From an optimization exercise on the open Yosys and OpenROAD flow, aimed at small area; shortcuts taken in it are not production practice. Only simulation tests tie the RTL to the original design; equivalence was not proved. Power and IR drop assume default switching activity.

## job 7265
Design bi_link_top, start of the top module:
module bi_link_top (
    input  logic        clk,
    input  logic        rst_n,
    input  logic        in_valid_i,
    input  logic [31:0] data_i,
    input  logic        report_req_i,
    output logic [36:0] link_o,
    output logic        link_valid_o,
    output logic [31:0] data_o,
    output logic        out_valid_o,
    output logic [26:0] report_o,
    output logic        report_valid_o
);
Size: roughly 350 flip-flops, about 140 I/O pins, roughly 16000 um2 of cells after synthesis.
export LEC_CHECK = 0
export CAP_MARGIN = 20
export CORE_MARGIN = 2
export CORE_UTILIZATION = 80
export CTS_BUF_LIST = sky130_fd_sc_hd__clkbuf_16
export CTS_CLUSTER_DIAMETER = 60
export CTS_CLUSTER_SIZE = 40
export SLEW_MARGIN = 20
create_clock -name core_clock -period 10.0 [get_ports {clk}]
standard.sh (not shown) runs the stock make flow with config.mk's settings and CLKGATE_MAP_FILE= SYNTH_SCRIPT=/design/flow/synth_recipe.tcl, a recipe that flattens the netlist after the stock synthesis.
==> flow/flow/run.sh <==
#!/bin/bash
# The standard layout, with two changes:
#  - synthesis is synth_recipe.tcl with an area-oriented ABC mapping script
#    (flow/area.abc); flip-flop mapping and naming are untouched
#  - port buffers use the smallest buffer cell
set -euo pipefail
cd "$(dirname "$0")/.."
W=$PWD
export AREA_ABC_SCRIPT=$W/flow/area.abc
export BUFFER_PORTS_ARGS="-buffer_cell sky130_fd_sc_hd__buf_1"
{ head -1 synth_recipe.tcl; cat flow/abc_hook.tcl; tail -n +2 synth_recipe.tcl; } > synth_area.tcl
sed "s#SYNTH_SCRIPT=[^ ]*#SYNTH_SCRIPT=$W/synth_area.tcl#" standard.sh > standard_area.sh
bash standard_area.sh > standard_flow.log 2>&1
==> flow/flow/abc_hook.tcl <==
# use an area-oriented ABC script for the technology mapping step
proc abc {args} {
  set i [lsearch $args -script]
  if {$i >= 0} { lset args [expr {$i + 1}] $::env(AREA_ABC_SCRIPT) }
  yosys abc {*}$args
}
==> flow/flow/area.abc <==
&get -n
&st
&syn2
&dch -f
&nf -a
&st
&syn2
&dch -f
&nf -a
&st
&syn2
&dch -f
&nf -a
&st
&syn2
&dch -f
&nf -a
&put
topo
stime -c
Job 7265: PASS, flow complete, no timing, DRC or antenna violations
What job 9791 does differently from job 7265 at the input level:
- swapping sky130_fd_sc_hd__clkbuf_16 for sky130_fd_sc_hd__clkbuf_8 in CTS_BUF_LIST
- swapping 40 for 15 in CTS_CLUSTER_SIZE
- swapping 80 for 65 in CORE_UTILIZATION
==> flow/flow/run.sh <==
#!/bin/bash
cd "$(dirname "$0")/.."
export BUFFER_PORTS_ARGS="-buffer_cell sky130_fd_sc_hd__buf_1"
bash standard.sh > standard_flow.log 2>&1
removed: flow/flow/abc_hook.tcl
removed: flow/flow/area.abc
Comparing slew at the pin with the worst max-slew slack for job 7265 and job 9791, the smaller number came from job 9791.
Taking job 7265 as the reference, in job 9791 power per cell area shrank by 9.0%; area of the core region grew by 25%.
Count of plain and timing-repair buffers in the layout, job 9791 vs job 7265: up by a few percent
Job 9791 improves on job 7265 in switching power.
Per the comparison of job 9791 with job 7265, count of flip-flops and latches level; worst hold slack moved down.
Job 9791 vs job 7265, highest-delay cell along the critical path: sky130_fd_sc_hd__fa_1 vs sky130_fd_sc_hd__o31ai_1
Here is what was changed in the inputs of job 5041 compared with job 9791.
- CTS_CLUSTER_DIAMETER: 60 -> 80
- CTS_CLUSTER_SIZE: 15 -> 30
- CTS_BUF_LIST: sky130_fd_sc_hd__clkbuf_8 -> sky130_fd_sc_hd__clkbuf_16
==> flow/run.sh (new file) <==
#!/bin/bash
# synth_recipe.tcl (not shown) runs the flow's synth.tcl, then flattens the netlist and writes it again
# the make line also repeats each setting of config.mk as NAME=value (left out here)
make -C /OpenROAD-flow-scripts/flow DESIGN_CONFIG=/design/flow/config.mk WORK_HOME=/design/flow/orfs CLKGATE_MAP_FILE= SYNTH_SCRIPT=/design/flow/synth_recipe.tcl finish
removed: flow/flow/run.sh
removed: flow/standard.sh
Results
Looking at final clock period utilization by the worst path across job 9791 and job 5041, the one that comes out lower is job 9791.
Job 5041 leaves less setup margin than job 9791.
Relative to job 9791, count of clock-net buffers in the final layout has decreased by 15 in job 5041.
Job 5041 vs. job 9791: global-route usage about even; utilization rose 2.8 points; number of global-route vias before repair rose about 1%; internal portion of total power rose 6.7%.
Job 9791 → job 5041: maximum frequency has decreased; summed area of non-filler cells in the final layout has increased.
Edits applied to the flow inputs when going from job 5041 to job 9810:
==> flow/flow/run.sh (new file) <==
#!/bin/bash
cd "$(dirname "$0")/.."
export BUFFER_PORTS_ARGS="-buffer_cell sky130_fd_sc_hd__buf_1"
bash standard.sh > standard_flow.log 2>&1
==> flow/standard.sh (new file) <==
#!/bin/bash
# synth_recipe.tcl (not shown) runs the flow's synth.tcl, then flattens the netlist and writes it again
# the make line also repeats each setting of config.mk as NAME=value (left out here)
make -C /OpenROAD-flow-scripts/flow DESIGN_CONFIG=/design/flow/config.mk WORK_HOME=/design/flow/orfs CLKGATE_MAP_FILE= SYNTH_SCRIPT=/design/flow/synth_recipe.tcl "${@:-finish}"
removed: flow/run.sh
Findings:
Between job 5041 and job 9810, the flow reports via count decreasing slightly. Looking at maximum resistive drop on vdd, job 9810 sits below job 5041. Combinational power for job 9810 is lower than for job 5041. On job 9810: fraction of layout instances using a drive strength above 1 is 0.39 points higher than what job 5041 gave. Sum of routed wire length over all layers shrinks slightly when moving from job 5041 to job 9810. On power of the sequential group, job 5041 tracks job 9810 almost exactly. Between job 5041 and job 9810, the cell count went up. The routed length on met2 on job 5041 is in line with that on job 9810. The hold slack of job 9810 and that of job 5041 are within noise of each other. Relative to job 5041, relative contribution of the clock network to total power increased by 2.0 points in job 9810. Re number of placed I/O pins: no difference whatsoever between job 9810 and job 5041.
Edits applied to the flow inputs when going from job 9810 to job 3097:
==> flow/flow/run.sh <==
#!/bin/bash
# The standard layout, with two changes:
#  - synthesis is synth_recipe.tcl with an area-oriented ABC mapping script
#    (flow/area.abc); flip-flop mapping and naming are untouched
#  - port buffers use the smallest buffer cell
set -euo pipefail
cd "$(dirname "$0")/.."
W=$PWD
export AREA_ABC_SCRIPT=$W/flow/area.abc
export BUFFER_PORTS_ARGS="-buffer_cell sky130_fd_sc_hd__buf_1"
{ head -1 synth_recipe.tcl; cat flow/abc_hook.tcl; tail -n +2 synth_recipe.tcl; } > synth_area.tcl
sed "s#SYNTH_SCRIPT=[^ ]*#SYNTH_SCRIPT=$W/synth_area.tcl#" standard.sh > standard_area.sh
bash standard_area.sh > standard_flow.log 2>&1
==> flow/flow/abc_hook.tcl (new file) <==
# use an area-oriented ABC script for the technology mapping step
proc abc {args} {
  set i [lsearch $args -script]
  if {$i >= 0} { lset args [expr {$i + 1}] $::env(AREA_ABC_SCRIPT) }
  yosys abc {*}$args
}
==> flow/flow/area.abc (new file) <==
&get -n
&st
&syn2
&dch -f
&nf -a
&st
&syn2
&dch -f
&nf -a
&st
&syn2
&dch -f
&nf -a
&st
&syn2
&dch -f
&nf -a
&put
topo
stime -c
### Flow results
- NOTE: final instance count without filler cells in job 3097 falls short of that of job 9810
- Re area of the multi-input gates: job 3097 is 2.5% down on job 9810.
- Summary of job 3097 over job 9810: post-synthesis mux area share level; internal portion of total power about even; synthesized area now sits lower.
- Gate count of the mapped netlist (higher): job 9810
- Compared with job 9810, job 3097 improves reported leakage power.
- Job 9810 -> job 3097: count of plain and timing-repair buffers in the layout decreased by a few percent
- The pin count of the biggest net entering global routing in job 3097 is 1.10 times that in job 9810.

re-timing with driven ports:
Ports are ideal in the flow. The routed layouts listed here were re-timed in OpenROAD. Step 1 (the two cells are an assumption about what drives the block):
set clk [get_ports {clk}]
set_driving_cell -lib_cell sky130_fd_sc_hd__clkbuf_16 $clk
set_driving_cell -lib_cell sky130_fd_sc_hd__buf_2 [delete_from_list [all_inputs] $clk]
Step 2, shift: input delay + t, output delay - t, t = (earliest + latest rising clock arrival at the registers) / 2. This alone moves slack from input paths to output paths. a / b / c = ideal ports / drivers / drivers and shift; a / b = the first two.
run | t (ns) | setup slack, ns | worst data-port slew with drivers (ns) | cell pins on the clock port's net
job 7265 | 0.593 | 3.714 / 3.714 / 3.202 | 0.05 | 1
job 9791 | 0.653 | 3.956 / 3.978 / 3.325 | 0.05 | 1
job 5041 | 0.571 | 3.353 / 3.376 / 2.805 | 0.06 | 1
job 9810 | 0.572 | 3.864 / 3.892 / 3.320 | 0.05 | 1
job 3097 | 0.564 | 3.834 / 3.860 / 3.297 | 0.04 | 1
After both steps every run listed still meets setup and hold. For job 9791, which loses most, drivers alone change the setup slack by +0.022 ns; drivers and shift together by -0.631 ns.
